Background: an optimization exercise with open tools, aiming at small area and a short achievable clock period. Do not read the settings as production practice. The RTL was checked by simulation tests, not by an equivalence proof against the original design. No activity file was given, so power comes from the tool's default toggle rates.

--- design/flow/standard.sh ---
#!/bin/bash
# synth_recipe.tcl (not shown) runs the flow's synth.tcl, then flattens the netlist and writes it again
# the make line also repeats each setting of config.mk as NAME=value (left out here)
make -C /OpenROAD-flow-scripts/flow DESIGN_CONFIG=/design/flow/config.mk WORK_HOME=/design/flow/orfs CLKGATE_MAP_FILE= SYNTH_SCRIPT=/design/flow/synth_recipe.tcl "${@:-finish}"
--- design/flow/config.mk ---
export PLATFORM = sky130hd
export DESIGN_NAME = kmeans_cluster_store
export DESIGN_NICKNAME = kmeans_cluster_store
export VERILOG_FILES = /design/flow/design.v
export SDC_FILE = /design/flow/constraint.sdc
export NUM_CORES = 4
export LEC_CHECK = 0
export CAP_MARGIN = 20
export CORE_MARGIN = 2
export CORE_UTILIZATION = 65
export CTS_CLUSTER_DIAMETER = 100
export CTS_CLUSTER_SIZE = 24
export GPL_TIMING_DRIVEN = 0
export SETUP_SLACK_MARGIN = 1.2
export SLEW_MARGIN = 20
export SYNTH_HIERARCHICAL = 1
--- design/flow/design.v ---
package kmeans_pkg;
    localparam int K_DEF      = 3;
    localparam int DATA_W_DEF = 16;
    localparam int DEPTH_DEF  = 64;
    localparam int IDX_W_DEF  = $clog2(K_DEF);
    typedef logic [IDX_W_DEF-1:0] cluster_idx_t;
endpackage
module kmeans_rd_or8 (
    input  logic [7:0] s,
    input  logic [7:0] d,
    output logic       y
);
    logic [3:0] p_n;
    for (genvar i = 0; i < 4; i++) begin : g_p
        assign p_n[i] = ~((s[2*i] & d[2*i]) | (s[2*i+1] & d[2*i+1]));
    end
    assign y = ~&p_n;
endmodule
module kmeans_nand2 (
    input  logic [1:0] a,
    output logic       y
);
    assign y = ~&a;
endmodule
module kmeans_nand3 (
    input  logic [2:0] a,
    output logic       y
);
    assign y = ~&a;
endmodule
module kmeans_nor2 (
    input  logic [1:0] a,
    output logic       y
);
    assign y = ~|a;
endmodule
module kmeans_and3 (
    input  logic [2:0] a,
    output logic       y
);
    assign y = &a;
endmodule
module kmeans_rd_next (
    input  logic [2:0] t_n,
    input  logic       take,
    input  logic       hold,
    output logic       y
);
    assign y = (~&t_n & take) | hold;
endmodule
module kmeans_rd_dec #(
    parameter int K      = 3,
    parameter int ADDR_W = 6,
    parameter int SEL_W  = 2,
    parameter int LO_W   = 3
) (
    input  logic [SEL_W-1:0]         sel,
    input  logic [ADDR_W-1:0]        addr,
    output logic [K*(1<<ADDR_W)-1:0] line
);
    localparam int HI_W = ADDR_W - LO_W;
    logic [K*(1<<HI_W)-1:0] hi;
    logic [(1<<LO_W)-1:0]   lo;
    always_comb begin
        for (int k = 0; k < K; k++)
            for (int h = 0; h < (1 << HI_W); h++)
                hi[k*(1<<HI_W) + h] = (int'(sel) == k) && (int'(addr[ADDR_W-1:LO_W]) == h);
        for (int l = 0; l < (1 << LO_W); l++)
            lo[l] = (int'(addr[LO_W-1:0]) == l);
        for (int i = 0; i < K*(1<<HI_W); i++)
            for (int l = 0; l < (1 << LO_W); l++)
                line[i*(1<<LO_W) + l] = hi[i] && lo[l];
    end
endmodule
module kmeans_cluster_store
#(
    parameter int K      = kmeans_pkg::K_DEF,
    parameter int DATA_W = kmeans_pkg::DATA_W_DEF,
    parameter int DEPTH  = kmeans_pkg::DEPTH_DEF,
    parameter int IDX_W  = $clog2(K),
    parameter int ADDR_W = $clog2(DEPTH),
    parameter int CNT_W  = ADDR_W + 1
    ,parameter int SUM_W = DATA_W + ADDR_W
) (
    input  logic              clk,
    input  logic              reset,
    input  logic              in_valid,
    output logic              in_ready,
    input  logic [DATA_W-1:0] in_data,
    input  logic [IDX_W-1:0]  in_idx,
    input  logic              clr,
    input  logic              rd_en,
    input  logic [IDX_W-1:0]  rd_sel,
    input  logic [ADDR_W-1:0] rd_addr,
    output logic              rd_valid,
    output logic [DATA_W-1:0] rd_data,
    output logic [CNT_W-1:0]  cnt,
    output logic [K-1:0]      full,
    output logic              err
    ,output logic [SUM_W-1:0] sum
);
    localparam int NW   = K * DEPTH;         
    localparam int LO_W = 3;                 
    localparam int HI_W = ADDR_W - LO_W;
    localparam int N1 = DEPTH / 8;
    localparam int N2 = N1 / 2;
    localparam int N3 = N2 / 2;
    logic [DATA_W-1:0] mem [NW];
    logic [CNT_W-1:0]  count [K];
    logic [SUM_W-1:0]  acc [K];
    logic [K-1:0]      xfer_k;
    logic              xfer_oob;
    logic [K-1:0]      rsel;        
    logic [ADDR_W-1:0] in_slot;     
    logic [K-1:0]      wq_en;
    logic [ADDR_W-1:0] wq_slot;
    logic [DATA_W-1:0] wq_data;
    always_comb begin
        in_ready = !clr;
        in_slot  = '0;
        for (int k = 0; k < K; k++) begin
            if (int'(in_idx) == k) in_slot = count[k][ADDR_W-1:0];
            full[k]   = count[k][ADDR_W];
            xfer_k[k] = in_valid && !clr && (int'(in_idx) == k) && !count[k][ADDR_W];
            if (int'(in_idx) == k && count[k][ADDR_W]) in_ready = 1'b0;
            rsel[k]   = (int'(rd_sel) == k);
        end
        xfer_oob = in_valid && !clr && (int'(in_idx) >= K);
    end
    for (genvar k = 0; k < K; k++) begin : g_cnt
        always_ff @(posedge clk or negedge reset) begin
            if (!reset) begin
                count[k] <= '0;
                acc[k]   <= '0;
            end else if (clr) begin
                count[k] <= '0;
                acc[k]   <= '0;
            end else if (xfer_k[k]) begin
                count[k] <= count[k] + CNT_W'(1);
                acc[k]   <= acc[k] + SUM_W'(in_data);
            end
        end
    end
    always_ff @(posedge clk or negedge reset) begin
        if (!reset) begin
            err   <= 1'b0;
            wq_en <= '0;
        end else begin
            err   <= xfer_oob;
            wq_en <= xfer_k;
        end
    end
    always_ff @(posedge clk) begin
        wq_slot <= in_slot;
        wq_data <= in_data;
    end
    for (genvar k = 0; k < K; k++) begin : g_bank
        logic [(1<<LO_W)-1:0] slot_lo;
        logic [(1<<HI_W)-1:0] slot_hi;
        always_comb begin
            for (int l = 0; l < (1 << LO_W); l++)
                slot_lo[l] = (int'(wq_slot[LO_W-1:0]) == l);
            for (int h = 0; h < (1 << HI_W); h++)
                slot_hi[h] = (int'(wq_slot[ADDR_W-1:LO_W]) == h);
        end
        for (genvar j = 0; j < DEPTH; j++) begin : g_word
            logic we;
            kmeans_and3 u_we (
                .a({wq_en[k], slot_hi[j >> LO_W], slot_lo[j % (1 << LO_W)]}),
                .y(we)
            );
            always_ff @(posedge clk) begin
                if (we) begin
                    mem[k*DEPTH + j] <= wq_data;
                end
            end
        end
    end
    logic [NW-1:0]     line;
    logic [DATA_W-1:0] rd_next;
    logic              in_range;
    logic              pend_hit;    
    logic              take_mem;    
    logic              take_pend;   
    kmeans_rd_dec #(.K(K), .ADDR_W(ADDR_W), .SEL_W(IDX_W)) u_dec (
        .sel  (rd_sel),
        .addr (rd_addr),
        .line (line)
    );
    always_comb begin
        in_range = 1'b0;
        for (int k = 0; k < K; k++) begin
            if (rsel[k] && CNT_W'(rd_addr) < count[k]) in_range = 1'b1;
        end
        pend_hit  = (|(wq_en & rsel)) && (wq_slot == rd_addr);
        take_mem  = rd_en && in_range && !pend_hit;
        take_pend = rd_en && in_range && pend_hit;
    end
    for (genvar b = 0; b < DATA_W; b++) begin : g_rbit
        logic [K-1:0] t4_n;        
        for (genvar k = 0; k < K; k++) begin : g_rb
            logic [N1-1:0] t1;     
            logic [N2-1:0] t2_n;   
            logic [N3-1:0] t3;     
            for (genvar g = 0; g < N1; g++) begin : g_t1
                logic [7:0] d;
                for (genvar i = 0; i < 8; i++) begin : g_d
                    assign d[i] = mem[k*DEPTH + 8*g + i][b];
                end
                kmeans_rd_or8 u (.s(line[k*DEPTH + 8*g +: 8]), .d(d), .y(t1[g]));
            end
            for (genvar g = 0; g < N2; g++) begin : g_t2
                kmeans_nor2 u (.a(t1[2*g +: 2]), .y(t2_n[g]));
            end
            for (genvar g = 0; g < N3; g++) begin : g_t3
                kmeans_nand2 u (.a(t2_n[2*g +: 2]), .y(t3[g]));
            end
            kmeans_nor2 u_t4 (.a(t3), .y(t4_n[k]));
        end
        kmeans_rd_next u_next (
            .t_n (t4_n),
            .take(take_mem),
            .hold((take_pend && wq_data[b]) || (!rd_en && rd_data[b])),
            .y   (rd_next[b])
        );
    end
    always_ff @(posedge clk or negedge reset) begin
        if (!reset) begin
            rd_valid <= 1'b0;
            rd_data  <= '0;
        end else begin
            rd_valid <= rd_en;
            rd_data  <= rd_next;
        end
    end
    for (genvar b = 0; b < CNT_W; b++) begin : g_cnt_out
        logic [K-1:0] p_n;
        for (genvar k = 0; k < K; k++) begin : g_p
            kmeans_nand2 u (.a({rsel[k], count[k][b]}), .y(p_n[k]));
        end
        kmeans_nand3 u_o (.a(p_n), .y(cnt[b]));
    end
    for (genvar b = 0; b < SUM_W; b++) begin : g_sum_out
        logic [K-1:0] p_n;
        for (genvar k = 0; k < K; k++) begin : g_p
            kmeans_nand2 u (.a({rsel[k], acc[k][b]}), .y(p_n[k]));
        end
        kmeans_nand3 u_o (.a(p_n), .y(sum[b]));
    end
endmodule
--- design/flow/constraint.sdc ---
create_clock -name core_clock -period 3.5 [get_ports {clk}]
set_input_delay 0.7000 -clock core_clock [delete_from_list [all_inputs] [get_ports {clk}]]
set_output_delay 0.7000 -clock core_clock [all_outputs]
set_load 0.01 [all_outputs]
--- design/flow/flow/run.sh ---
#!/bin/bash
# The standard layout (standard.sh), with one change: the buffers that
# buffer_ports puts on every input and output port are buf_4 cells instead
# of the tool's default pick (a delay buffer). The make output goes to
# flow_standard.log; ORFS keeps each step's log under orfs/logs/.
set -uo pipefail
bash standard.sh "BUFFER_PORTS_ARGS=-buffer_cell sky130_fd_sc_hd__buf_4" finish > flow_standard.log 2>&1
==> results of run 1 <==
==> cells by family after synthesis <==
kind of cell,after synthesis
buf+inv,126
fa+ha+maj,69
xor+xnor,58
compound gates,1786
simple gates,1561
mux,14
flops,3202
==> power by group <==
| group | internal, W | total, W | switching, W | leakage, nW |
|---|---|---|---|---|
| combinational | 0.000878 | 0.00267 | 0.00179 | 12.4 |
| clock | 0.00825 | 0.0195 | 0.0112 | 2.04 |
| sequential | 0.0420 | 0.0422 | 0.000218 | 29.3 |
==> per-module statistics from Yosys, one instance, submodules excluded, excerpt <==
module | area (µm²) | flip-flops and latches | cells | copies in the design
kmeans_nand2 | 3.75 | 0 | 1 | 183
kmeans_rd_next | 12.5 | 0 | 2 | 16
kmeans_rd_or8 | 36.3 | 0 | 5 | 384
kmeans_nor2 | 3.75 | 0 | 1 | 240
kmeans_and3 | 6.26 | 0 | 1 | 192
kmeans_cluster_store | 100000 | 3202 | 3908 | 1
kmeans_nand3 | 5.00 | 0 | 1 | 29
==> layout by cell type (no fill, tap or decap), drive strengths merged, types with 66 or more instances in the layout <==
cell type | synthesis | layout
o21ai | 72 | 72
a22oi | 1536 | 1536
buf | 48 | 532
and3 | 202 | 204
ha | 66 | 66
nand4 | 399 | 399
edfxtp | 3072 | 3072
nor2 | 457 | 476
nand2 | 232 | 232
clkbuf | 45 | 235
dfrtp | 108 | 108
nand3 | 108 | 108
==> area by class of cell <==
type | instances | share of cell area
flip-flops and latches | 3202 | 0.690
multi-input cells | 3512 | 0.204
repair buffers | 492 | 0.0462
clock buffers | 196 | 0.0294
well taps | 2370 | 0.0214
plain buffers | 93 | 0.00720
inverters | 33 | 0.000922
clock inverters | 10 | 0.000822
diodes | 9 | 0.000163
==> worst max path at each step <==
stage               startpoint           to
floorplan           in_data[0]   acc[1][18]
global placement    wq_slot[1]  mem[102][7]
detailed placement  rd_addr[1]  rd_data[13]
CTS                  acc[1][0]   acc[1][20]
global route         acc[1][0]   acc[1][18]
finish              rd_addr[3]   rd_data[3]
==> per-layer routing <==
| layer | track usage | vias to the layer above | part of all wire | routed length, µm |
|---|---|---|---|---|
| met5 | 0.00677 | - | 0.00054 | 182 |
| met4 | 0.133 | 2 | 0.044 | 14700 |
| met1 | 0.508 | 36200 | 0.37 | 123000 |
| li1 | - | 29900 | - | - |
| met3 | 0.0749 | 628 | 0.12 | 40700 |
| met2 | 0.538 | 4382 | 0.47 | 156000 |
==> synth_stat cells, types with 7 or more instances <==
master / instances
nor4_1: 9
nor3b_1: 7
buf_2: 32
or4_1: 10
buf_1: 7
or4b_1: 13
a21oi_1: 43
a22oi_1: 1536
nand4b_1: 14
nand2_1: 232
a21o_1: 44
nor3_1: 26
clkbuf_1: 43
a31o_2: 7
nand3_1: 108
nor2b_1: 12
nand4bb_1: 23
o21ai_0: 72
a211oi_1: 8
nand2b_1: 15
o31ai_1: 7
xnor2_1: 33
mux2i_1: 13
inv_1: 30
a22o_1: 17
dfxtp_1: 22
edfxtp_1: 3072
xor2_1: 25
a31oi_1: 12
dfrtp_1: 108
or3_1: 8
ha_1: 66
and3_1: 201
nor2_1: 451
nand4_1: 399
==> per-stage QoR <==
step	instances	utilization	TNS [ns]	area, µm²
global placement	9266	0.683	-6750.79	124000
detailed placement	9354	0.694	-24.13	126000
global route	9911	0.763	0	138000
floorplan	6816	-	0	120000
CTS	9755	0.746	0	135000
finish	9917	0.764	0	138000
==> state kept, by name, summed over array words and instances (netlist names) <==
register  count
acc          66
count        21
err           1
mem        3072
rd_data      16
rd_valid      1
wq_data      16
wq_en         3
wq_slot       6
==> critical path, delay by kind of cell <==
family	cells	cell delay, ns
buffers and inverters	7	1.14
AND/OR/NAND/NOR	7	1.13
AO/OA/AOI/OAI	2	0.37
==> timing repair <==
item | 4_1_cts | 5_1_grt
gates resized for setup | 773 | 458
hold buffers | 12 | 0
setup buffers | 159 | 144
cloned | 24 | 9
hold endpoints to repair | 77 | 0
pin swaps | 224 | 251
setup endpoints to repair | 3135 | 2965
==> flow_summary.toml, run 1 <==
[run_status]
status = "finished clean"

[logic_synthesis]
synth-edff-count = 3072
synth_top_family_by_area = "compound AO/OA/AOI/OAI gates"
ys_ff_latch = 3202
ys.flop_type = "edfxtp_1"
synth_cell_type_count = 77
synth.top_cells.by_area = "edfxtp_1, a22oi_1, dfrtp_1"
synth_area_leader_cell = "edfxtp_1"
seq_area_frac_synth = 0.802
ys_warn_count = 11
synth_mux_area_frac = 0.00119
yosysTopAreaCellShare = 0.776
synth_adder_area_share = 0.00745
synth_compound_area_frac = 0.111
synthCells = 6816
yosys.area_share.simple = 0.0692
async_flop_share = 0.0337
synth_area_per_cell_um2 = 17.4
synth_xor_area_frac = 0.00427
syn_area_um2 = 119000

[setup_path]
timing.rr.start = "acc[1][0]"
cpPeakStageDelay_ns = 0.24
crit_slowest_cell = "nor2_2"
crit-reg2reg-capture = "acc[1][20]"
reg2reg_slack_ns = 0.94
critPathRequiredTime_ns = 4.25
cp-end-kind = "flop"
path_cells = "buf_6 -> buf_6 -> buf_12 -> buf_6 -> nand4b_1 -> buf_6 -> buf_4 -> nor2_4 -> buf_12 -> a22oi_1 -> nand4_1 -> nor2_2 -> nand2_1 -> nor2_1 -> nand3_1 -> a21o_1"
worst_setup_path_start_kind = "input pin"
crit_type = "input pin to flop"
worstPathMaxFanout = 16
crit_top_cell = "buf_6"
cp.arrival_ns = 3.35
ff2ff_path_depth = 11

[min_path]
hold_depth = 1
hold_path.class = "input pin to flop"
whs_endpoint = "wq_data[2]"
worstHoldStart = "in_data[2]"

[global_routing]
grt_pass1_vias = 66900
grt.total_usage = 0.352
grt_max_degree = 74
grt_pass1_wl_um = 467000
grt-ovfl-total = 0
antenna_found_initial = 8

[sta]
fin_hold_ws_ns = 0.0495
max_freq_mhz = 384
worst_pin_slew_ns = 0.844
fin_crit_ns = 2.60
drv_slew = 0
report.final.setup_viol = 0
relSlewSlack = 0.433
post-route-period-util = 0.744
hold_violations = 0
clock_skew_ns = 0.0410
rsz0062_at_grt = "true"
worst_slack_ns = 0.896

[floorplan]
row_count = 156
dieHeight_um = 432
core_um2 = 181000
io_pins = 82
die_area_um2 = 186000
initial_core_util = 0.656
dieWidth_um = 432

[placed_design]
pre_cts_ws_ns = -1.60
hpwl_um = 207000
portBuffers = 80
gp_congestion = 0.875

[layout]
seq_area_um2 = 95500
fillers = 10100
multi_input_area_um2 = 28300
drive_gt1_frac = 0.220
nets = 7585
area_growth_pct = 16.4

[clock_tree]
cts.sinks = 3202
cts_root_buffer = "clkbuf_16"
clk_pin_slew_ns = 0.09
cts_tree = "built"
htreeDepth = 4
cts_buffers = 151
cts.path.max_buffers = 3
insertion_delay_ns = 0.87

[power_and_ir_drop]
vdd_drop_max_v = 0.000444
total_power_w = 0.0643
leakage_nw = 43.7
power_density_nw_per_um2 = 464

[routing]
drc = 0
ant_nets = 0
avgViaCountPerCell = 7.16
vias = 71000
firstDrtPassIters = 6
routed_wl_um = 335000
drt_iter0_markers = 10500
wl_per_cell_um = 33.8

[flow_run]
maxCapViolations = 0
==> run 2, diff against run 1 <==
==> design/flow/run.sh (new file) <==
#!/bin/bash
# synth_recipe.tcl (not shown) runs the flow's synth.tcl, then flattens the netlist and writes it again
# the make line also repeats each setting of config.mk as NAME=value (left out here)
make -C /OpenROAD-flow-scripts/flow DESIGN_CONFIG=/design/flow/config.mk WORK_HOME=/design/flow/orfs CLKGATE_MAP_FILE= SYNTH_SCRIPT=/design/flow/synth_recipe.tcl finish
removed: design/flow/flow/run.sh
removed: design/flow/standard.sh
==> run 2 against run 1 <==
Highest routed layer unchanged. Total power fell by 0.18%. Maximum frequency fell by 4.0%. Clock power barely moved. Largest cell class unchanged. Clock skew fell by 0.012 ns. First-iteration DRC count rose by 3.1%. Still clean.
==> flow_summary.toml, run 2 <==
[layout]
largestRegisters = "mem (3072), acc (66), count (21)"
final_common_cell = "edfxtp_1"
final_cell_mix = "edfxtp_1, a22oi_1, nand4_1"
nets = 7539
fillers = 10400
area_growth_pct = 15.3
largest_register_ff_count = 3072
drive_gt1_frac = 0.198
top_register = "mem"

[placed_design]
pre_cts_ws_ns = -2.46
gp_congestion = 0.875
hpwl_um = 206000
portBuffers = 80

[logic_synthesis]
post-synth-top-count-cell = "edfxtp_1"
synth_top_family_by_area = "compound AO/OA/AOI/OAI gates"
synth-edff-count = 3072
yosysTopAreaCellShare = 0.776
synth_area_per_cell_um2 = 17.4
synth_xor_area_frac = 0.00427
ys.flop_type = "edfxtp_1"
ys_ff_latch = 3202
synthCells = 6816
synth.top_cells.by_count = "edfxtp_1, a22oi_1, nor2_1, nand4_1, nand2_1"
ys_warn_count = 11
synth.top_cells.by_area = "edfxtp_1, a22oi_1, dfrtp_1"
synth_compound_area_frac = 0.111
async_flop_share = 0.0337
syn_area_um2 = 119000
synth_adder_area_share = 0.00745
synth_cell_type_count = 77
synth_area_leader_cell = "edfxtp_1"
synth_mux_area_frac = 0.00119
seq_area_frac_synth = 0.802
yosys.area_share.simple = 0.0692

[global_routing]
grt.total_usage = 0.346
grt_max_degree = 73
antenna_found_initial = 5
grt_pass1_vias = 66100
grt_pass1_wl_um = 459000
grt-ovfl-total = 0

[sta]
hold_violations = 0
relSlewSlack = 0.372
report.final.setup_viol = 0
rsz0062_at_grt = "true"
clock_skew_ns = 0.0292
post-route-period-util = 0.775
max_freq_mhz = 369
drv_slew = 0
worst_pin_slew_ns = 0.942
fin_crit_ns = 2.71
finalSetupTns_ns = 0
worst_slack_ns = 0.787

[floorplan]
io_pins = 82
core_um2 = 181000
die_area_um2 = 186000
dieHeight_um = 432
dieWidth_um = 432
row_count = 156
initial_core_util = 0.656

[min_path]
hold_path.class = "input pin to flop"

[power_and_ir_drop]
power_density_nw_per_um2 = 468
leakage_nw = 43.5
total_power_w = 0.0642
vdd_drop_max_v = 0.000506

[clock_tree]
cts_root_buffer = "clkbuf_16"
insertion_delay_ns = 0.86
cts_buffers = 152
cts.path.max_buffers = 3
clk_pin_slew_ns = 0.11
htreeDepth = 4
cts.sinks = 3202
cts_tree = "built"

[routing]
firstDrtPassIters = 6
vias = 70600
routed_wl_um = 329000
wl_per_cell_um = 33.4
ant_nets = 0
avgViaCountPerCell = 7.17
drt_iter0_markers = 10900
drc = 0

[setup_path]
critPathRequiredTime_ns = 4.24
cp.arrival_ns = 3.45
worst_setup_path_start_kind = "input pin"
worstPathMaxFanout = 16
cp-end-kind = "flop"
crit_type = "input pin to flop"

[run_status]
status = "finished clean"

[flow_run]
maxCapViolations = 0
[run 2: cell counts after synthesis]
No cell type changed its count.
[run 2: cell families after synthesis]
| group | Yosys count |
|---|---|
| and+or+nand+nor | 1561 |
| AOI/OAI and AO/OA | 1786 |
| DFF | 3202 |
| adders and majority gates | 69 |
| buffers and inverters | 126 |
| xor gates and xnor gates | 58 |
| muxes | 14 |
[run 2: path summary, 6_finish.rpt]
kind	cells past startpoint	end	start	slack [ns]
worst min-delay path	2	count[0][1]	clr	0.09
worst min register to register	1	acc[2][21]	acc[2][21]	0.50
worst max-delay path	11	rd_data[6]	rd_addr[5]	0.79
max in group asynchronous	3	rd_data[5]	reset	2.31
min in group asynchronous	2	acc[2][7]	reset	0.39
worst max register to register	10	acc[1][20]	acc[1][2]	0.83
[run 2: power by group]
part           internal [W]  switching [W]  total [W]  leakage, nW
sequential           0.0420       0.000201     0.0422         29.2
clock               0.00825         0.0112     0.0195         2.04
combinational      0.000827        0.00175    0.00258         12.2
[run 2: layout make-up]
cell class,instances,area [µm²],share of cell area
inverter,33,128,0.000931
buffer,93,877,0.00640
clock buffer,181,4040,0.0295
timing repair buffer,451,5880,0.0429
antenna,3,7.51,0.0000547
clock inverter,11,140,0.00102
sequential,3202,95500,0.696
multi-input combinational,3506,27600,0.201
tap,2370,2970,0.0216
[run 2: per-layer routing]
| metal | part of all wire | wire length [µm] | vias up | GRT usage |
|---|---|---|---|---|
| li1 | - | - | 29800 | - |
| met1 | 0.38 | 124000 | 36000 | 0.507 |
| met2 | 0.46 | 153000 | 4231 | 0.527 |
| met3 | 0.12 | 38100 | 610 | 0.0652 |
| met4 | 0.042 | 13800 | 2 | 0.127 |
| met5 | 0.000046 | 15 | - | 0 |
[run 2: worst max-delay path: stages]
cell and delay, ns:
buf_4 0.25, buf_2 0.31, or4_1 0.51, nor2_4 0.19
a22oi_1 0.53, nand4_1 0.16, nor2_1 0.10, nand2_1 0.09
nor2_4 0.19, nand3_1 0.17, a21o_1 0.22
[run 2: metrics by stage]
step	cell area, µm²	hold slack, ns	std cells	utilization
after floorplan	120000	0.404	6816	-
after detailed placement	126000	0.479	9354	0.695
after CTS	134000	0.0269	9724	0.740
final	137000	0.0860	9850	0.756
after global routing	137000	0.0628	9847	0.756
after global placement	124000	0.461	9266	0.684
[run 2: timing repair]
action | in CTS | in global routing
gates resized for setup | 689 | 574
endpoints found under the setup margin | 3170 | 3172
pin swaps | 96 | 187
hold endpoints to repair | 54 | 0
hold buffers | 1 | 0
cloned | 13 | 9
buffers inserted | 164 | 114
[run 2: per-module statistics from Yosys (local to each module, per instance), a selection]
module | flops+latches | times used | cell area, µm² | cells
kmeans_nor2 | 0 | 240 | 3.75 | 1
kmeans_rd_next | 0 | 16 | 12.5 | 2
kmeans_rd_or8 | 0 | 384 | 36.3 | 5
kmeans_and3 | 0 | 192 | 6.26 | 1
kmeans_nand2 | 0 | 183 | 3.75 | 1
kmeans_nand3 | 0 | 29 | 5.00 | 1
kmeans_cluster_store | 3202 | 1 | 100000 | 3908
==> run 3, diff against run 2 <==
--- a/design/flow/design.v
+++ b/design/flow/design.v
@@ -47,6 +47,17 @@
     output logic       y
 );
     assign y = (~&t_n & take) | hold;
+endmodule
+module kmeans_sel_dec #(
+    parameter int K     = 3,
+    parameter int SEL_W = 2
+) (
+    input  logic [SEL_W-1:0] sel,
+    output logic [K-1:0]     y
+);
+    always_comb begin
+        for (int k = 0; k < K; k++) y[k] = (int'(sel) == k);
+    end
 endmodule
 module kmeans_rd_dec #(
     parameter int K      = 3,
@@ -113,7 +124,8 @@
     logic [K-1:0]      rsel;        
     logic [ADDR_W-1:0] in_slot;     
     logic [K-1:0]      wq_en;
-    logic [ADDR_W-1:0] wq_slot;
+    logic [(1<<LO_W)-1:0] wq_lo;    
+    logic [(1<<HI_W)-1:0] wq_hi;    
     logic [DATA_W-1:0] wq_data;
     always_comb begin
         in_ready = !clr;
@@ -151,22 +163,15 @@
         end
     end
     always_ff @(posedge clk) begin
-        wq_slot <= in_slot;
+        for (int l = 0; l < (1 << LO_W); l++) wq_lo[l] <= (int'(in_slot[LO_W-1:0]) == l);
+        for (int h = 0; h < (1 << HI_W); h++) wq_hi[h] <= (int'(in_slot[ADDR_W-1:LO_W]) == h);
         wq_data <= in_data;
     end
     for (genvar k = 0; k < K; k++) begin : g_bank
-        logic [(1<<LO_W)-1:0] slot_lo;
-        logic [(1<<HI_W)-1:0] slot_hi;
-        always_comb begin
-            for (int l = 0; l < (1 << LO_W); l++)
-                slot_lo[l] = (int'(wq_slot[LO_W-1:0]) == l);
-            for (int h = 0; h < (1 << HI_W); h++)
-                slot_hi[h] = (int'(wq_slot[ADDR_W-1:LO_W]) == h);
-        end
         for (genvar j = 0; j < DEPTH; j++) begin : g_word
             logic we;
             kmeans_and3 u_we (
-                .a({wq_en[k], slot_hi[j >> LO_W], slot_lo[j % (1 << LO_W)]}),
+                .a({wq_en[k], wq_hi[j >> LO_W], wq_lo[j % (1 << LO_W)]}),
                 .y(we)
             );
             always_ff @(posedge clk) begin
@@ -176,28 +181,46 @@
             end
         end
     end
-    logic [NW-1:0]     line;
+    logic [NW-1:0]     line_a;      
+    logic [NW-1:0]     line_b;      
+    logic [K-1:0]      rsel_c;      
+    logic [K-1:0]      rsel_s0;
+    logic [K-1:0]      rsel_s1;
     logic [DATA_W-1:0] rd_next;
     logic              in_range;
     logic              pend_hit;    
     logic              take_mem;    
     logic              take_pend;   
-    kmeans_rd_dec #(.K(K), .ADDR_W(ADDR_W), .SEL_W(IDX_W)) u_dec (
+    kmeans_rd_dec #(.K(K), .ADDR_W(ADDR_W), .SEL_W(IDX_W)) u_dec_a (
         .sel  (rd_sel),
         .addr (rd_addr),
-        .line (line)
+        .line (line_a)
     );
+    kmeans_rd_dec #(.K(K), .ADDR_W(ADDR_W), .SEL_W(IDX_W)) u_dec_b (
+        .sel  (rd_sel),
+        .addr (rd_addr),
+        .line (line_b)
+    );
+    kmeans_sel_dec #(.K(K), .SEL_W(IDX_W)) u_rsel_c  (.sel(rd_sel), .y(rsel_c));
+    kmeans_sel_dec #(.K(K), .SEL_W(IDX_W)) u_rsel_s0 (.sel(rd_sel), .y(rsel_s0));
+    kmeans_sel_dec #(.K(K), .SEL_W(IDX_W)) u_rsel_s1 (.sel(rd_sel), .y(rsel_s1));
     always_comb begin
         in_range = 1'b0;
         for (int k = 0; k < K; k++) begin
-            if (rsel[k] && CNT_W'(rd_addr) < count[k]) in_range = 1'b1;
-        end
-        pend_hit  = (|(wq_en & rsel)) && (wq_slot == rd_addr);
+            if (rsel_c[k] && CNT_W'(rd_addr) < count[k]) in_range = 1'b1;
+        end
+        pend_hit  = (|(wq_en & rsel)) && wq_lo[rd_addr[LO_W-1:0]] && wq_hi[rd_addr[ADDR_W-1:LO_W]];
         take_mem  = rd_en && in_range && !pend_hit;
         take_pend = rd_en && in_range && pend_hit;
     end
     for (genvar b = 0; b < DATA_W; b++) begin : g_rbit
         logic [K-1:0] t4_n;        
+        logic [NW-1:0] line;
+        if (b < DATA_W/2) begin : g_lo
+            assign line = line_a;
+        end else begin : g_hi
+            assign line = line_b;
+        end
         for (genvar k = 0; k < K; k++) begin : g_rb
             logic [N1-1:0] t1;     
             logic [N2-1:0] t2_n;   
@@ -236,14 +259,20 @@
     for (genvar b = 0; b < CNT_W; b++) begin : g_cnt_out
         logic [K-1:0] p_n;
         for (genvar k = 0; k < K; k++) begin : g_p
-            kmeans_nand2 u (.a({rsel[k], count[k][b]}), .y(p_n[k]));
+            kmeans_nand2 u (.a({rsel_c[k], count[k][b]}), .y(p_n[k]));
         end
         kmeans_nand3 u_o (.a(p_n), .y(cnt[b]));
     end
     for (genvar b = 0; b < SUM_W; b++) begin : g_sum_out
         logic [K-1:0] p_n;
+        logic [K-1:0] rs;
+        if (b < SUM_W/2) begin : g_lo
+            assign rs = rsel_s0;
+        end else begin : g_hi
+            assign rs = rsel_s1;
+        end
         for (genvar k = 0; k < K; k++) begin : g_p
-            kmeans_nand2 u (.a({rsel[k], acc[k][b]}), .y(p_n[k]));
+            kmeans_nand2 u (.a({rs[k], acc[k][b]}), .y(p_n[k]));
         end
         kmeans_nand3 u_o (.a(p_n), .y(sum[b]));
     end
==> design/flow/flow/run.sh (new file) <==
#!/bin/bash
# The standard layout (standard.sh), with one change: the buffers that
# buffer_ports puts on every input and output port are buf_4 cells instead
# of the tool's default pick (a delay buffer). The make output goes to
# flow_standard.log; ORFS keeps each step's log under orfs/logs/.
set -uo pipefail
bash standard.sh "BUFFER_PORTS_ARGS=-buffer_cell sky130_fd_sc_hd__buf_4" finish > flow_standard.log 2>&1
==> design/flow/standard.sh (new file) <==
#!/bin/bash
# synth_recipe.tcl (not shown) runs the flow's synth.tcl, then flattens the netlist and writes it again
# the make line also repeats each setting of config.mk as NAME=value (left out here)
make -C /OpenROAD-flow-scripts/flow DESIGN_CONFIG=/design/flow/config.mk WORK_HOME=/design/flow/orfs CLKGATE_MAP_FILE= SYNTH_SCRIPT=/design/flow/synth_recipe.tcl "${@:-finish}"
--- a/design/flow/config.mk
+++ b/design/flow/config.mk
@@ -7,7 +7,7 @@
 export LEC_CHECK = 0
 export CAP_MARGIN = 20
 export CORE_MARGIN = 2
-export CORE_UTILIZATION = 65
+export CORE_UTILIZATION = 75
 export CTS_CLUSTER_DIAMETER = 100
 export CTS_CLUSTER_SIZE = 24
 export GPL_TIMING_DRIVEN = 0
removed: design/flow/run.sh
==> run 3 against run 2 <==
Via count increased by 6.9%. Count of clock-buffer cells in the layout increased by 4. Cell count increased by 0.36%. Utilization increased by 10 points. Clock skew increased by 0.015 ns. Combinational power increased by 9.3%. Largest cell class unchanged. Total power increased by 0.47%. Highest routed layer unchanged. Sequential share of layout area increased by 0.073 points. Hold slack got worse by 0.067 ns.
==> flow_summary.toml, run 3 <==
[floorplan]
die_area_um2 = 164000
core_um2 = 160000
io_pins = 82
row_count = 147
dieWidth_um = 405
dieHeight_um = 405
initial_core_util = 0.754

[setup_path]
crit_slowest_cell = "clkbuf_4"
path_buf_inv = 3
worstPathMaxFanout = 17
critPathRequiredTime_ns = 4.22
timing.rr.start = "acc[1][1]"
cp-startpoint = "rd_addr[3]"
worst_setup_path_start_kind = "input pin"
crit_top_cell = "nor2_4"
path_cells = "buf_6 -> buf_4 -> or4b_1 -> clkbuf_4 -> nor2_4 -> a22oi_1 -> nand4_1 -> nor2_2 -> nand2_1 -> nor2_4 -> nand3_1 -> a21o_1"
cp.arrival_ns = 3.41
cpPeakStageDelay_ns = 0.29
crit_type = "input pin to flop"
cp-end-kind = "flop"
cp_top_family = "simple AND/OR/NAND/NOR gates"

[sta]
worst_slack_ns = 0.817
rsz0062_at_grt = "true"
clock_skew_ns = 0.0444
finalSetupTns_ns = 0
drv_slew = 0
fin_crit_ns = 2.68
fin_hold_ws_ns = 0.0193
post-route-period-util = 0.767
max_freq_mhz = 373
report.final.setup_viol = 0
worst_pin_slew_ns = 1.06
relSlewSlack = 0.292
hold_violations = 0

[logic_synthesis]
post-synth-top-count-cell = "edfxtp_1"
synth_area_per_cell_um2 = 16.9
synth-edff-count = 3072
synth.top_cells.by_count = "edfxtp_1, a22oi_1, nor2_1, nand4_1, nand2_1"
synth_area_leader_cell = "edfxtp_1"
yosysTopAreaCellShare = 0.764
synth_cell_type_count = 71
syn_area_um2 = 121000
async_flop_share = 0.0336
ys_warn_count = 12
synthCells = 7137
ys_ff_latch = 3212
ys.flop_type = "edfxtp_1"
seq_area_frac_synth = 0.791
synth.top_cells.by_area = "edfxtp_1, a22oi_1, dfrtp_1"

[global_routing]
grt_pass1_vias = 70700
grt_max_degree = 73
antenna_found_initial = 18
grt_pass1_wl_um = 482000
grt.total_usage = 0.416
grt-ovfl-total = 0

[power_and_ir_drop]
p_sw_frac = 0.209
p_sw_w = 0.0135
total_power_w = 0.0645
vdd_drop_max_v = 0.000584
p_seq_frac = 0.656
internal_power_w = 0.0510
clkPwrFrac = 0.300
comb_power_share = 0.044
leakage_nw = 43.4
power_density_nw_per_um2 = 470

[routing]
wl_per_cell_um = 35.4
avgViaCountPerCell = 7.63
routed_wl_um = 350000
ant_nets = 0
vias = 75400
firstDrtPassIters = 7
drt_iter0_markers = 12800
drc = 0

[layout]
nets = 7742
final_common_cell = "edfxtp_1"
final_core_util = 0.857
top_register = "mem"
final_cell_mix = "edfxtp_1, a22oi_1, nand4_1"
multi_input_area_um2 = 28700
largest_register_ff_count = 3072
largestRegisters = "mem (3072), acc (66), count (21)"
seq_area_um2 = 95700
drive_gt1_frac = 0.193
area_growth_pct = 13.7
fillers = 6931

[run_status]
status = "finished clean"

[placed_design]
hpwl_um = 225000
portBuffers = 80
gp_congestion = 0.968
pre_cts_ws_ns = -1.30

[clock_tree]
cts_buffers = 151
cts_tree = "built"
cts.sinks = 3212
htreeDepth = 4
clk_pin_slew_ns = 0.11
cts.path.max_buffers = 3
cts_root_buffer = "clkbuf_16"
insertion_delay_ns = 0.86

[min_path]
hold_path.class = "input pin to flop"
worstHoldStart = "in_data[5]"

[flow_run]
maxCapViolations = 0
==> run 3: cell count changes in the layout (fill, tap and decap cells not counted), sizes merged, moves of 19 or more <==
| cell | previous run | this run |
|---|---|---|
| nor2 | 473 | 635 |
| nand4bb | 23 | 46 |
| dlymetal6s2s | 19 | 0 |
| clkbuf | 229 | 250 |
| diode | 3 | 37 |
| buf | 458 | 410 |
==> run 3: routing by layer <==
metal,vias up,global-route usage,wire length [µm]
li1,30600,-,-
met5,-,0,68
met1,37300,0.575,116000
met2,6410,0.614,158000
met3,1129,0.107,51300
met4,10,0.241,24800
==> run 3: layout make-up <==
class                           instances  share of cell area
Sequential cell                      3212               0.697
Multi-Input combinational cell       3749               0.209
Timing Repair Buffer                  352              0.0317
Clock buffer                          185              0.0288
Tap cell                             2160              0.0197
Buffer                                135              0.0101
Clock inverter                         14             0.00151
Inverter                               41             0.00118
Antenna cell                           37            0.000674
==> run 3: final timing paths <==
path / endpoint / slack, ns / depth (start not counted)
setup / recovery: rd_data[4] / 0.82 / 12
hold reg to reg: mem[76][2] / 0.50 / 0
min in group asynchronous: acc[2][9] / 0.37 / 2
setup reg to reg: acc[1][21] / 0.91 / 9
max in group asynchronous: rd_data[3] / 2.31 / 3
hold / removal: wq_data[5] / 0.02 / 1
==> run 3: cell families (layout without fill, tap and decap cells) <==
family | after synthesis | in the layout | synth area share
flip-flops | 3212 | 3212 | 0.791
AND/OR/NAND/NOR | 1815 | 1815 | 0.0794
AO/OA/AOI/OAI | 1789 | 1789 | 0.109
buffers and inverters | 176 | 727 | 0.00680
adder cells (fa/ha/maj) | 69 | 69 | 0.00733
XOR/XNOR | 61 | 61 | 0.00442
multiplexers | 15 | 15 | 0.00166
other | 0 | 37 | 0
==> run 3: power groups by stage <==
stage	clock network, W	logic (W)	registers (W)
after floorplan	0	0.000809	0.0433
after global placement	0	0.00145	0.0438
after detailed placement	0	0.00218	0.0432
after CTS	0.0192	0.00248	0.0423
after global routing	0.0204	0.00285	0.0423
final	0.0194	0.00282	0.0423
==> run 3: metrics by stage <==
stage               cell area [µm²]  cells
floorplan                    122000   7137
global placement             125000   9377
detailed placement           127000   9432
CTS                          135000   9775
global route                 137000   9857
finish                       137000   9885
==> run 3: repair_timing <==
action,CTS,global route
resized for setup,686,376
gates cloned,2,6
pin swaps,110,149
hold buffers,11,0
endpoints found under the setup margin,1466,397
endpoints found under the hold margin,62,0
setup buffers,131,67
==> run 3: Yosys stat by module (local to each module, per instance), a selection <==
module	flip-flops and latches	cells
kmeans_nand3	0	1
kmeans_nand2	0	1
kmeans_and3	0	1
kmeans_nor2	0	1
kmeans_cluster_store	3212	3908
kmeans_rd_or8	0	5
kmeans_rd_next	0	2
==> run 4, diff against run 3 <==
==> design/flow/flow/run.sh (replaced) <==
#!/bin/bash
# The standard layout (standard.sh), with two changes: the buffers that
# buffer_ports puts on every input and output port are buf_4 cells instead
# of the tool's default pick (a delay buffer), and the buffers that synthesis
# (ABC) inserted are removed at floorplan so that the placement-aware repair
# rebuilds the buffering. The make output goes to flow_standard.log; ORFS
# keeps each step's log under orfs/logs/.
set -uo pipefail
bash standard.sh "BUFFER_PORTS_ARGS=-buffer_cell sky130_fd_sc_hd__buf_4" REMOVE_ABC_BUFFERS=1 finish > flow_standard.log 2>&1
==> run 4 against run 3 <==
Still clean on timing, DRC and antenna. Cell count is 0.71% lower. Sequential share of layout area is 0.90 points higher. Register-to-register slack better by 0.03 ns. Cell area is 1.3% lower. Synthesized cell count stayed put. Hold slack better by 0.023 ns. Setup slack better by 0.077 ns. Maximum frequency is 2.9% higher. Clock skew is 0.014 ns lower. Area after synthesis stayed put.
==> flow_summary.toml, run 4 <==
[logic_synthesis]
synth_compound_area_frac = 0.109
synth.top_cells.by_count = "edfxtp_1, a22oi_1, nor2_1, nand4_1, nand2_1"
ys.flop_type = "edfxtp_1"
synth_area_leader_cell = "edfxtp_1"
syn_area_um2 = 121000
ys_warn_count = 12
synth-edff-count = 3072
synth_adder_area_share = 0.00733
ys_ff_latch = 3212
async_flop_share = 0.0336
post-synth-top-count-cell = "edfxtp_1"
synth_xor_area_frac = 0.00442
yosysTopAreaCellShare = 0.764
seq_area_frac_synth = 0.791
synth.top_cells.by_area = "edfxtp_1, a22oi_1, dfrtp_1"
synth_cell_type_count = 71
synth_mux_area_frac = 0.00166
synth_top_family_by_area = "compound AO/OA/AOI/OAI gates"
synth_area_per_cell_um2 = 16.9
synthCells = 7137
yosys.area_share.simple = 0.0794

[sta]
post-route-period-util = 0.745
drv_slew = 0
fin_hold_ws_ns = 0.0422
rsz0062_at_grt = "true"
max_freq_mhz = 384
relSlewSlack = 0.246
worst_pin_slew_ns = 1.13
report.final.setup_viol = 0
hold_violations = 0
finalSetupTns_ns = 0
clock_skew_ns = 0.0307
fin_crit_ns = 2.61

[setup_path]
cp.arrival_ns = 3.32
ff2ff_path_depth = 11
path_buf_inv = 1
crit_slowest_cell = "nor2_1"
path_cells = "bufbuf_16 -> nand4bb_1 -> nor2_1 -> a22oi_1 -> nand4_1 -> nor2_1 -> nand2_1 -> nor2_1 -> nand3_2 -> a21o_1"
cp-end-kind = "flop"
cpPeakStageDelay_ns = 0.46
critPathRequiredTime_ns = 4.21
worst_setup_path_start_kind = "input pin"
cp_top_family = "simple AND/OR/NAND/NOR gates"
crit_cells = 10
worstPathMaxFanout = 31
crit_type = "input pin to flop"
crit_top_cell = "nor2_1"

[flow_run]
maxCapViolations = 0

[power_and_ir_drop]
p_sw_frac = 0.208
clkPwrFrac = 0.301
p_seq_frac = 0.655
total_power_w = 0.0645
comb_power_share = 0.044
internal_power_w = 0.0511
leakage_nw = 42.9
power_density_nw_per_um2 = 476
vdd_drop_max_v = 0.000520
p_sw_w = 0.0134

[layout]
drive_gt1_frac = 0.171
nets = 7645
final_cell_mix = "edfxtp_1, a22oi_1, nand4_1"
final_common_cell = "edfxtp_1"
top_register = "mem"
area_growth_pct = 12.2
largest_register_ff_count = 3072
largestRegisters = "mem (3072), acc (66), count (21)"

[routing]
drt-met1-wl_um = 114000
ant_nets = 0
avgViaCountPerCell = 7.77
vias = 76300
firstDrtPassIters = 9
top_layer_used = "met5"
drt_iter0_markers = 15000
routed_wl_um = 359000
wl_per_cell_um = 36.6
met3_length_um = 58600
drc = 0
wl_met2_um = 161000

[clock_tree]
cts_root_buffer = "clkbuf_16"
htreeDepth = 4
cts.path.max_buffers = 3
insertion_delay_ns = 0.82
cts.sinks = 3212
cts_tree = "built"
cts_buffers = 151
clk_pin_slew_ns = 0.10

[min_path]
hold_depth = 1
hold_path.class = "input pin to flop"

[placed_design]
gp_congestion = 0.944
hpwl_um = 203000
portBuffers = 81

[global_routing]
grt-ovfl-total = 0
grt.total_usage = 0.429
antenna_found_initial = 38
grt_pass1_wl_um = 492000
grt_pass1_vias = 71200
grt_max_degree = 92

[floorplan]
die_area_um2 = 164000
core_um2 = 160000
dieWidth_um = 405
dieHeight_um = 405
row_count = 147
initial_core_util = 0.754
io_pins = 82

[run_status]
status = "finished clean"
run 4: worst paths after layout:
kind | startpoint | to | slack, ns
worst max-delay path | rd_addr[4] | rd_data[8] | 0.89
worst min-delay path | in_data[4] | wq_data[4] | 0.04
worst max register to register | acc[0][0] | acc[0][18] | 0.94
worst min register to register | acc[2][21] | acc[2][21] | 0.57
max in group asynchronous | reset | wq_en[1] | 2.35
min in group asynchronous | reset | rd_valid | 0.34
run 4: cell type report:
cell class | instances | area, µm²
antenna | 55 | 138
tap | 2160 | 2700
timing repair buffer | 383 | 4940
inverter | 41 | 174
clock buffer | 198 | 4080
clock inverter | 10 | 95.1
sequential | 3212 | 95700
multi-input combinational | 3756 | 27700
fill | 7100 | 24600
run 4: cells by family after synthesis:
| group | Yosys count |
|---|---|
| AOI/OAI and AO/OA | 1789 |
| xor gates and xnor gates | 61 |
| adders and majority gates | 69 |
| buffers and inverters | 176 |
| DFF | 3212 |
| muxes | 15 |
| and+or+nand+nor | 1815 |
run 4: routing by layer:
layer	up-vias	GRT usage
met3	1367	0.145
met2	6835	0.633
li1	30500	-
met5	-	0.00952
met1	37600	0.569
met4	14	0.242
run 4: modules after synthesis, one instance, submodules excluded, a selection:
module / cell area, µm² / flops+latches / times used / cells
kmeans_and3: 6.26 / 0 / 192 / 1
kmeans_cluster_store: 100000 / 3212 / 1 / 3908
kmeans_nand2: 3.75 / 0 / 183 / 1
kmeans_nand3: 5.00 / 0 / 29 / 1
kmeans_nor2: 3.75 / 0 / 240 / 1
kmeans_rd_next: 12.5 / 0 / 16 / 2
kmeans_rd_or8: 36.3 / 0 / 384 / 5
run 4: timing repair:
| action | 4_1_cts | 5_1_grt |
|---|---|---|
| gates cloned | 21 | 6 |
| setup buffers | 188 | 44 |
| hold buffers | 1 | 0 |
| hold endpoints to repair | 17 | 0 |
| pin swaps | 81 | 69 |
| setup endpoints to repair | 1160 | 594 |
| gates resized for setup | 721 | 194 |
run 4: power groups by stage:
| stage | Clock, W | Sequential (W) | Combinational (W) |
|---|---|---|---|
| after floorplan | 0 | 0.0434 | 0.000630 |
| after global placement | 0 | 0.0439 | 0.00129 |
| after detailed placement | 0 | 0.0432 | 0.00198 |
| after CTS | 0.0193 | 0.0423 | 0.00252 |
| after global routing | 0.0205 | 0.0423 | 0.00283 |
| final | 0.0194 | 0.0423 | 0.00282 |
run 4: metrics by stage:
step                      cells  setup slack (ns)  utilization  area [µm²]
after floorplan            7002             0.189            -      120000
after global placement     9243             -3.54        0.771      123000
after detailed placement   9292             -1.44        0.779      125000
after CTS                  9710              1.03        0.838      134000
after global routing       9767             0.739        0.846      135000
final                      9815             0.893        0.846      136000
run 4: worst register-to-register path, delay by kind of cell, from the launching register on:
family                     cells  cell delay (ns)
and+or+nand+nor                1             0.23
AOI/OAI and AO/OA              7             1.28
adders and majority gates      2             0.49
DFF                            1             0.40
buffers and inverters          1             0.04
==> run 5, diff against run 4 <==
--- a/design/flow/design.v
+++ b/design/flow/design.v
@@ -59,28 +59,24 @@
         for (int k = 0; k < K; k++) y[k] = (int'(sel) == k);
     end
 endmodule
-module kmeans_rd_dec #(
+module kmeans_rd_pre #(
     parameter int K      = 3,
     parameter int ADDR_W = 6,
     parameter int SEL_W  = 2,
     parameter int LO_W   = 3
 ) (
-    input  logic [SEL_W-1:0]         sel,
-    input  logic [ADDR_W-1:0]        addr,
-    output logic [K*(1<<ADDR_W)-1:0] line
+    input  logic [SEL_W-1:0]                 sel,
+    input  logic [ADDR_W-1:0]                addr,
+    output logic [K*(1<<(ADDR_W-LO_W))-1:0]  hi_n,
+    output logic [(1<<LO_W)-1:0]             lo_n
 );
     localparam int HI_W = ADDR_W - LO_W;
-    logic [K*(1<<HI_W)-1:0] hi;
-    logic [(1<<LO_W)-1:0]   lo;
     always_comb begin
         for (int k = 0; k < K; k++)
             for (int h = 0; h < (1 << HI_W); h++)
-                hi[k*(1<<HI_W) + h] = (int'(sel) == k) && (int'(addr[ADDR_W-1:LO_W]) == h);
+                hi_n[k*(1<<HI_W) + h] = !((int'(sel) == k) && (int'(addr[ADDR_W-1:LO_W]) == h));
         for (int l = 0; l < (1 << LO_W); l++)
-            lo[l] = (int'(addr[LO_W-1:0]) == l);
-        for (int i = 0; i < K*(1<<HI_W); i++)
-            for (int l = 0; l < (1 << LO_W); l++)
-                line[i*(1<<LO_W) + l] = hi[i] && lo[l];
+            lo_n[l] = !(int'(addr[LO_W-1:0]) == l);
     end
 endmodule
 module kmeans_cluster_store
@@ -191,16 +187,20 @@
     logic              pend_hit;    
     logic              take_mem;    
     logic              take_pend;   
-    kmeans_rd_dec #(.K(K), .ADDR_W(ADDR_W), .SEL_W(IDX_W)) u_dec_a (
+    logic [K*(1<<HI_W)-1:0] pre_hi_n;
+    logic [(1<<LO_W)-1:0]   pre_lo_n;
+    kmeans_rd_pre #(.K(K), .ADDR_W(ADDR_W), .SEL_W(IDX_W), .LO_W(LO_W)) u_pre (
         .sel  (rd_sel),
         .addr (rd_addr),
-        .line (line_a)
+        .hi_n (pre_hi_n),
+        .lo_n (pre_lo_n)
     );
-    kmeans_rd_dec #(.K(K), .ADDR_W(ADDR_W), .SEL_W(IDX_W)) u_dec_b (
-        .sel  (rd_sel),
-        .addr (rd_addr),
-        .line (line_b)
-    );
+    for (genvar i = 0; i < K*(1<<HI_W); i++) begin : g_line
+        for (genvar l = 0; l < (1 << LO_W); l++) begin : g_l
+            kmeans_nor2 u_a (.a({pre_hi_n[i], pre_lo_n[l]}), .y(line_a[i*(1<<LO_W) + l]));
+            kmeans_nor2 u_b (.a({pre_hi_n[i], pre_lo_n[l]}), .y(line_b[i*(1<<LO_W) + l]));
+        end
+    end
     kmeans_sel_dec #(.K(K), .SEL_W(IDX_W)) u_rsel_c  (.sel(rd_sel), .y(rsel_c));
     kmeans_sel_dec #(.K(K), .SEL_W(IDX_W)) u_rsel_s0 (.sel(rd_sel), .y(rsel_s0));
     kmeans_sel_dec #(.K(K), .SEL_W(IDX_W)) u_rsel_s1 (.sel(rd_sel), .y(rsel_s1));
--- a/design/flow/config.mk
+++ b/design/flow/config.mk
@@ -7,7 +7,7 @@
 export LEC_CHECK = 0
 export CAP_MARGIN = 20
 export CORE_MARGIN = 2
-export CORE_UTILIZATION = 75
+export CORE_UTILIZATION = 65
 export CTS_CLUSTER_DIAMETER = 100
 export CTS_CLUSTER_SIZE = 24
 export GPL_TIMING_DRIVEN = 0
==> run 5 against run 4 <==
Hold slack improved by 0.090 ns. Die area rose by 14%. Setup slack got worse by 0.015 ns. Cell count rose by 0.90%. Sequential power barely moved. Highest routed layer unchanged. First-iteration DRC count fell by 35%. Via count fell by 8.1%.
==> flow_summary.toml, run 5 <==
[run_status]
status = "finished clean"

[power_and_ir_drop]
leakage_nw = 42.1
vdd_drop_max_v = 0.000547
power_density_nw_per_um2 = 482

[routing]
vias = 70100
routed_wl_um = 319000
drt_iter0_markers = 9808
firstDrtPassIters = 6
avgViaCountPerCell = 7.08
ant_nets = 0
drc = 0
wl_per_cell_um = 32.2

[setup_path]
cp_top_family = "simple AND/OR/NAND/NOR gates"
crit_type = "input pin to primary output"
crit-reg2reg-capture = "acc[2][14]"
critPathRequiredTime_ns = 2.80
timing.rr.start = "acc[2][0]"
reg2reg_slack_ns = 0.96
worstPathMaxFanout = 17
cpPeakStageDelay_ns = 0.66
worst_setup_path_start_kind = "input pin"
ff2ff_path_depth = 11
path_cells = "buf_4 -> nor2b_2 -> a211oi_2 -> buf_4"
crit_top_cell = "buf_4"
path_buf_inv = 2
cp.arrival_ns = 1.92
cp-end-kind = "primary output"
crit_slowest_cell = "nor2b_2"

[layout]
top_register = "mem"
fin_cells = 9903
drive_gt1_frac = 0.149
largestRegisters = "mem (3072), acc (66), count (21)"
fillers = 11100
final_cell_mix = "edfxtp_1, a22oi_1, nor2_1"
area_growth_pct = 11.8
nets = 7546
largest_register_ff_count = 3072
final_common_cell = "edfxtp_1"

[placed_design]
gp_congestion = 0.867
portBuffers = 81
placed_cells = 9506
hpwl_um = 201000
pre_cts_ws_ns = -1.18

[floorplan]
dieWidth_um = 432
initial_core_util = 0.653
row_count = 157
die_area_um2 = 187000
core_um2 = 183000
io_pins = 82
dieHeight_um = 432

[min_path]
whs_endpoint = "rd_valid"
hold_depth = 1
worstHoldStart = "rd_en"
hold_path.class = "input pin to flop"

[logic_synthesis]
ys_ff_latch = 3212
synth.top_cells.by_area = "edfxtp_1, a22oi_1, dfrtp_1"
synth_mux_area_frac = 0.00187
seq_area_frac_synth = 0.801
async_flop_share = 0.0336
synth_adder_area_share = 0.00743
yosysTopAreaCellShare = 0.773
synthCells = 6987
synth_compound_area_frac = 0.111
ys_warn_count = 12
synth_area_per_cell_um2 = 17.1
synth_xor_area_frac = 0.00419
ys.flop_type = "edfxtp_1"
synth_top_family_by_area = "compound AO/OA/AOI/OAI gates"
synth_area_leader_cell = "edfxtp_1"
synth_cell_type_count = 76
post-synth-top-count-cell = "edfxtp_1"
syn_area_um2 = 119000
synth.top_cells.by_count = "edfxtp_1, a22oi_1, nor2_1, nand4_1, nand2_1"
yosys.area_share.simple = 0.0713
synth-edff-count = 3072

[sta]
post-route-period-util = 0.749
drv_slew = 0
report.final.setup_viol = 0
clock_skew_ns = 0.0467
max_freq_mhz = 382
worst_slack_ns = 0.879
worst_pin_slew_ns = 0.975
hold_violations = 0
fin_crit_ns = 2.62
rsz0062_at_grt = "true"
relSlewSlack = 0.350

[global_routing]
antenna_found_initial = 18
grt-ovfl-total = 0
grt_max_degree = 67
grt.total_usage = 0.336
grt_pass1_wl_um = 448000
grt_pass1_vias = 66500

[clock_tree]
cts.path.max_buffers = 3
htreeDepth = 4
insertion_delay_ns = 0.86
cts.sinks = 3212
cts_buffers = 152
cts_tree = "built"
cts_root_buffer = "clkbuf_16"
clk_pin_slew_ns = 0.09

[flow_run]
maxCapViolations = 0
==> run 5: cell types whose count changed in the layout (fill, tap and decap cells not counted), sizes merged, moves of 28 or more <==
cell     before  now
buf         374  318
nand4bb      46    0
nor3         45   17
or4b         36    0
diode        55   24
nor2        636  689
==> run 5: worst max-delay path by stage <==
stage | start | to | slack [ns] | depth (start not counted)
3_3_place_gp | rd_addr[2] | rd_data[7] | -4.90 | 10
3_5_place_dp | rd_addr[5] | rd_data[7] | -1.18 | 11
6_report | in_idx[1] | in_ready | 0.88 | 4
5_1_grt | acc[2][0] | acc[2][20] | 0.87 | 10
4_1_cts | count[0][6] | in_ready | 0.95 | 4
2_1_floorplan | wq_data[0] | mem[0][0] | 0.19 | 0
==> run 5: per-module statistics from Yosys, one instance, submodules excluded, a selection <==
module | cell area, µm² | flip-flops and latches | times used | cells
kmeans_nand3 | 5.00 | 0 | 29 | 1
kmeans_nor2 | 3.75 | 0 | 624 | 1
kmeans_rd_or8 | 36.3 | 0 | 384 | 5
kmeans_nand2 | 3.75 | 0 | 183 | 1
kmeans_and3 | 6.26 | 0 | 192 | 1
kmeans_rd_next | 12.5 | 0 | 16 | 2
kmeans_cluster_store | 100000 | 3212 | 1 | 3952
==> run 5: routing by layer <==
metal,GRT usage,routed length [µm],up-vias
li1,-,-,29900
met1,0.472,120000,35700
met2,0.531,153000,3966
met3,0.0652,33300,558
met4,0.123,12900,10
met5,0,80,-
==> run 5: power breakdown <==
part | total (W) | switching, W | internal (W)
registers | 0.0423 | 0.000196 | 0.0421
logic | 0.00247 | 0.00173 | 0.000735
clock network | 0.0196 | 0.0112 | 0.00839
==> run 5: cell families (layout without fill, tap and decap cells) <==
group / after synthesis / in the layout
mux: 17 / 17
other cells: 0 / 24
buf+inv: 82 / 583
simple gates: 1756 / 1762
flops: 3212 / 3212
fa+ha+maj: 69 / 69
xor+xnor: 57 / 57
compound gates: 1794 / 1794
==> run 5: what timing repair did <==
action / in CTS / in global routing
cloned: 4 / 8
hold buffers: 17 / 0
hold endpoints to repair: 77 / 0
pin swaps: 74 / 79
buffers inserted: 88 / 53
setup endpoints to repair: 84 / 164
resized for setup: 480 / 250
==> run 5: cell type report <==
cell class / instances / area, µm² / area share
Antenna cell: 24 / 60.1 / 0.000450
Inverter: 40 / 165 / 0.00124
Clock buffer: 192 / 4100 / 0.0308
Timing Repair Buffer: 341 / 4430 / 0.0332
Tap cell: 2385 / 2980 / 0.0224
Clock inverter: 10 / 146 / 0.00110
Sequential cell: 3212 / 95700 / 0.718
Multi-Input combinational cell: 3699 / 25800 / 0.193
==> run 5: through the flow <==
step           power [W]  utilization  setup TNS [ns]  hold slack (ns)  instance area, µm²
4_1_cts           0.0643        0.722               0           0.0681              132000
3_3_place_gp      0.0452        0.672               -            0.484              123000
2_1_floorplan     0.0440            -               0            0.404              119000
5_1_grt           0.0659        0.730               0           0.0981              133000
6_report          0.0643        0.730               0            0.132              133000
3_5_place_dp      0.0452        0.684          -18.43            0.491              125000
==> run 6, diff against run 5 <==
--- a/design/flow/config.mk
+++ b/design/flow/config.mk
@@ -7,7 +7,7 @@
 export LEC_CHECK = 0
 export CAP_MARGIN = 20
 export CORE_MARGIN = 2
-export CORE_UTILIZATION = 65
+export CORE_UTILIZATION = 75
 export CTS_CLUSTER_DIAMETER = 100
 export CTS_CLUSTER_SIZE = 24
 export GPL_TIMING_DRIVEN = 0
==> run 6 against run 5 <==
Still clean on timing, DRC and antenna. Non-clock buffer count is 4 higher. Register-to-register slack worse by 0.03 ns. Global-route usage up 5.2 points. Cell count fell by 2.8%. Critical path depth increased by 8. Via count up 4.0%. Combinational power grew 2%. Setup slack improved by 0.0036 ns. Cell area rose by 0.43%. Sequential cell count unchanged. Critical endpoint is now rd_data[15]. Largest power group unchanged. Highest routed layer unchanged.
==> flow_summary.toml, run 6 <==
[routing]
firstDrtPassIters = 8
drc = 0
routed_wl_um = 323000
avgViaCountPerCell = 7.58
drt_iter0_markers = 12900
vias = 72900
ant_nets = 0
wl_per_cell_um = 33.6

[sta]
max_freq_mhz = 382
hold_violations = 0
post-route-period-util = 0.748
report.final.setup_viol = 0
worst_slack_ns = 0.882
worst_pin_slew_ns = 1.08
finalSetupTns_ns = 0
fin_crit_ns = 2.62
clock_skew_ns = 0.0439
relSlewSlack = 0.282
drv_slew = 0
rsz0062_at_grt = "true"

[layout]
seq_area_um2 = 95700
top_register = "mem"
final_common_cell = "edfxtp_1"
final_core_util = 0.847
drive_gt1_frac = 0.176
largestRegisters = "mem (3072), acc (66), count (21)"
fillers = 6928
largest_register_ff_count = 3072
nets = 7546
final_cell_mix = "edfxtp_1, a22oi_1, nand4_1"
multi_input_area_um2 = 26600
area_growth_pct = 12.3
fin_cells = 9622
fin_area_um2 = 134000

[logic_synthesis]
post-synth-top-count-cell = "edfxtp_1"
synth_top_family_by_area = "compound AO/OA/AOI/OAI gates"
async_flop_share = 0.0336
synth_mux_area_frac = 0.00187
ys_ff_latch = 3212
yosys.area_share.simple = 0.0713
syn_area_um2 = 119000
synth.top_cells.by_area = "edfxtp_1, a22oi_1, dfrtp_1"
ys_warn_count = 12
synth_cell_type_count = 76
ys.flop_type = "edfxtp_1"
synthCells = 6987
yosysTopAreaCellShare = 0.773
synth_area_per_cell_um2 = 17.1
seq_area_frac_synth = 0.801
synth_xor_area_frac = 0.00419
synth_adder_area_share = 0.00743
synth_compound_area_frac = 0.111
synth-edff-count = 3072
synth_area_leader_cell = "edfxtp_1"
synth.top_cells.by_count = "edfxtp_1, a22oi_1, nor2_1, nand4_1, nand2_1"

[global_routing]
grt.total_usage = 0.387
grt_pass1_vias = 67800
grt-ovfl-total = 0
antenna_found_initial = 21
grt_pass1_wl_um = 451000
grt_max_degree = 93

[floorplan]
dieWidth_um = 403
io_pins = 82
dieHeight_um = 403
core_um2 = 158000
initial_core_util = 0.754
row_count = 146
die_area_um2 = 162000

[clock_tree]
htreeDepth = 4
cts_root_buffer = "clkbuf_16"
cts.path.max_buffers = 3
cts.sinks = 3212
cts_buffers = 151
cts_tree = "built"
insertion_delay_ns = 0.84
clk_pin_slew_ns = 0.11

[placed_design]
gp_congestion = 0.911
pre_cts_ws_ns = -1.16
hpwl_um = 198000
placed_cells = 9185
dpl_cell_area_um2 = 124000
portBuffers = 81

[min_path]
hold_path.class = "input pin to flop"

[power_and_ir_drop]
leakage_nw = 42.3
vdd_drop_max_v = 0.000424
power_density_nw_per_um2 = 479

[setup_path]
critPathRequiredTime_ns = 4.22
cp.arrival_ns = 3.33
worstPathMaxFanout = 13
cp-end-kind = "flop"
crit_type = "input pin to flop"
worst_setup_path_start_kind = "input pin"

[run_status]
status = "finished clean"

[flow_run]
maxCapViolations = 0
==> run 6: cell counts after synthesis <==
No cell type changed its count.
==> run 6: power by group <==
group	total, W	internal (W)	switching [W]
Clock	0.0193	0.00822	0.0111
Sequential	0.0423	0.0421	0.000226
Combinational	0.00253	0.000748	0.00179
Total	0.0641	0.0510	0.0131
==> run 6: kinds of logic after synthesis <==
logic type / Yosys count
XOR/XNOR: 57
AND/OR/NAND/NOR: 1756
flip-flops: 3212
buffers and inverters: 82
adder cells (fa/ha/maj): 69
multiplexers: 17
AO/OA/AOI/OAI: 1794
==> run 6: cell type report <==
class                      instances  area share
multi-input combinational       3696       0.198
antenna                           63     0.00118
tap                             2072      0.0194
inverter                          40     0.00120
sequential                      3212       0.715
timing repair buffer             345      0.0343
clock inverter                     9    0.000999
clock buffer                     185      0.0300
==> run 6: per-layer routing <==
| layer | vias to the layer above | GRT usage | wire length, µm |
|---|---|---|---|
| met1 | 36000 | 0.561 | 111000 |
| met2 | 5999 | 0.583 | 147000 |
| li1 | 29900 | - | - |
| met4 | 8 | 0.171 | 18800 |
| met5 | - | 0 | 57 |
| met3 | 1003 | 0.0849 | 46200 |
==> run 6: final timing paths <==
path                       cells after the start        from           to  slack (ns)
setup / recovery                              12  rd_addr[0]  rd_data[15]        0.88
hold / removal                                 1  in_data[4]   wq_data[4]        0.03
setup reg to reg                              10   acc[1][0]   acc[1][16]        0.93
hold reg to reg                                2  acc[0][10]   acc[0][10]        0.55
max in group asynchronous                      3       reset     wq_en[0]        2.37
min in group asynchronous                      2       reset   rd_data[4]        0.33
==> run 6: Yosys stat by module, one instance, submodules excluded, excerpt <==
module	times used	cells	cell area [µm²]	flip-flops and latches
kmeans_nor2	624	1	3.75	0
kmeans_rd_or8	384	5	36.3	0
kmeans_nand3	29	1	5.00	0
kmeans_cluster_store	1	3952	100000	3212
kmeans_rd_next	16	2	12.5	0
kmeans_nand2	183	1	3.75	0
kmeans_and3	192	1	6.26	0
==> run 6: timing repair <==
| item | CTS | global route |
|---|---|---|
| pin swaps | 84 | 162 |
| hold buffers | 2 | 0 |
| endpoints found under the hold margin | 17 | 0 |
| setup endpoints to repair | 82 | 178 |
| cloned | 4 | 5 |
| setup buffers | 76 | 93 |
| resized for setup | 520 | 469 |
==> run 6: through the flow <==
step / power [W] / hold slack, ns
2_1_floorplan: 0.0440 / 0.404
3_3_place_gp: 0.0451 / 0.482
3_5_place_dp: 0.0451 / 0.495
4_1_cts: 0.0637 / 0.000757
5_1_grt: 0.0654 / 0.00965
6_report: 0.0641 / 0.0312
==> run 6: worst max-delay path, stage by stage <==
cell and delay (ns):
buf_6 0.16, nand3b_1 0.29, buf_6 0.21, buf_4 0.12
nor2_2 0.09, a22oi_2 0.26, nand4_1 0.46, nor2_2 0.28
nand2_2 0.15, nor2_4 0.27, nand3_1 0.12, a21o_1 0.19

==> static timing again, ports no longer ideal <==
The results above use ideal ports. As a check the final layouts listed here were re-extracted and re-timed, cells and wires unchanged. Step 1 (the two cells are an assumption about what drives the block):
set clk [get_ports {clk}]
set_driving_cell -lib_cell sky130_fd_sc_hd__clkbuf_16 $clk
set_driving_cell -lib_cell sky130_fd_sc_hd__buf_2 [delete_from_list [all_inputs] $clk]
Step 2, shift: input delay + t, output delay - t, t = (earliest + latest rising clock arrival at the registers) / 2. This alone moves slack from input paths to output paths. Three values: ideal, step 1, step 2; two values: the first two.
run	t (ns)	setup WS [ns]	hold WS [ns]	latest minus earliest clock arrival (ns)	worst register clock-pin slew, ns
run 1	0.944	0.896 / 0.856 / -0.007	0.049 / -0.016 / 0.556	0.049 / 0.048	0.11 / 0.11
run 2	0.937	0.787 / 0.785 / -0.093	0.086 / 0.030 / 0.503	0.036 / 0.036	0.11 / 0.11
run 3	0.926	0.817 / 0.715 / -0.211	0.019 / -0.044 / 0.497	0.046 / 0.046	0.11 / 0.11
run 4	0.897	0.893 / 0.464 / -0.433	0.042 / -0.021 / 0.566	0.036 / 0.036	0.10 / 0.10
run 5	0.929	0.879 / 0.818 / -0.013	0.132 / 0.073 / 0.561	0.050 / 0.050	0.10 / 0.10
run 6	0.905	0.882 / 0.879 / 0.020	0.031 / -0.028 / 0.549	0.044 / 0.045	0.11 / 0.11
Met with ideal ports but missed after step 2: setup timing in 5 of these runs. The setup slack of run 4, which loses most, moves by -0.429 ns with the drivers and by -1.326 ns with both steps.
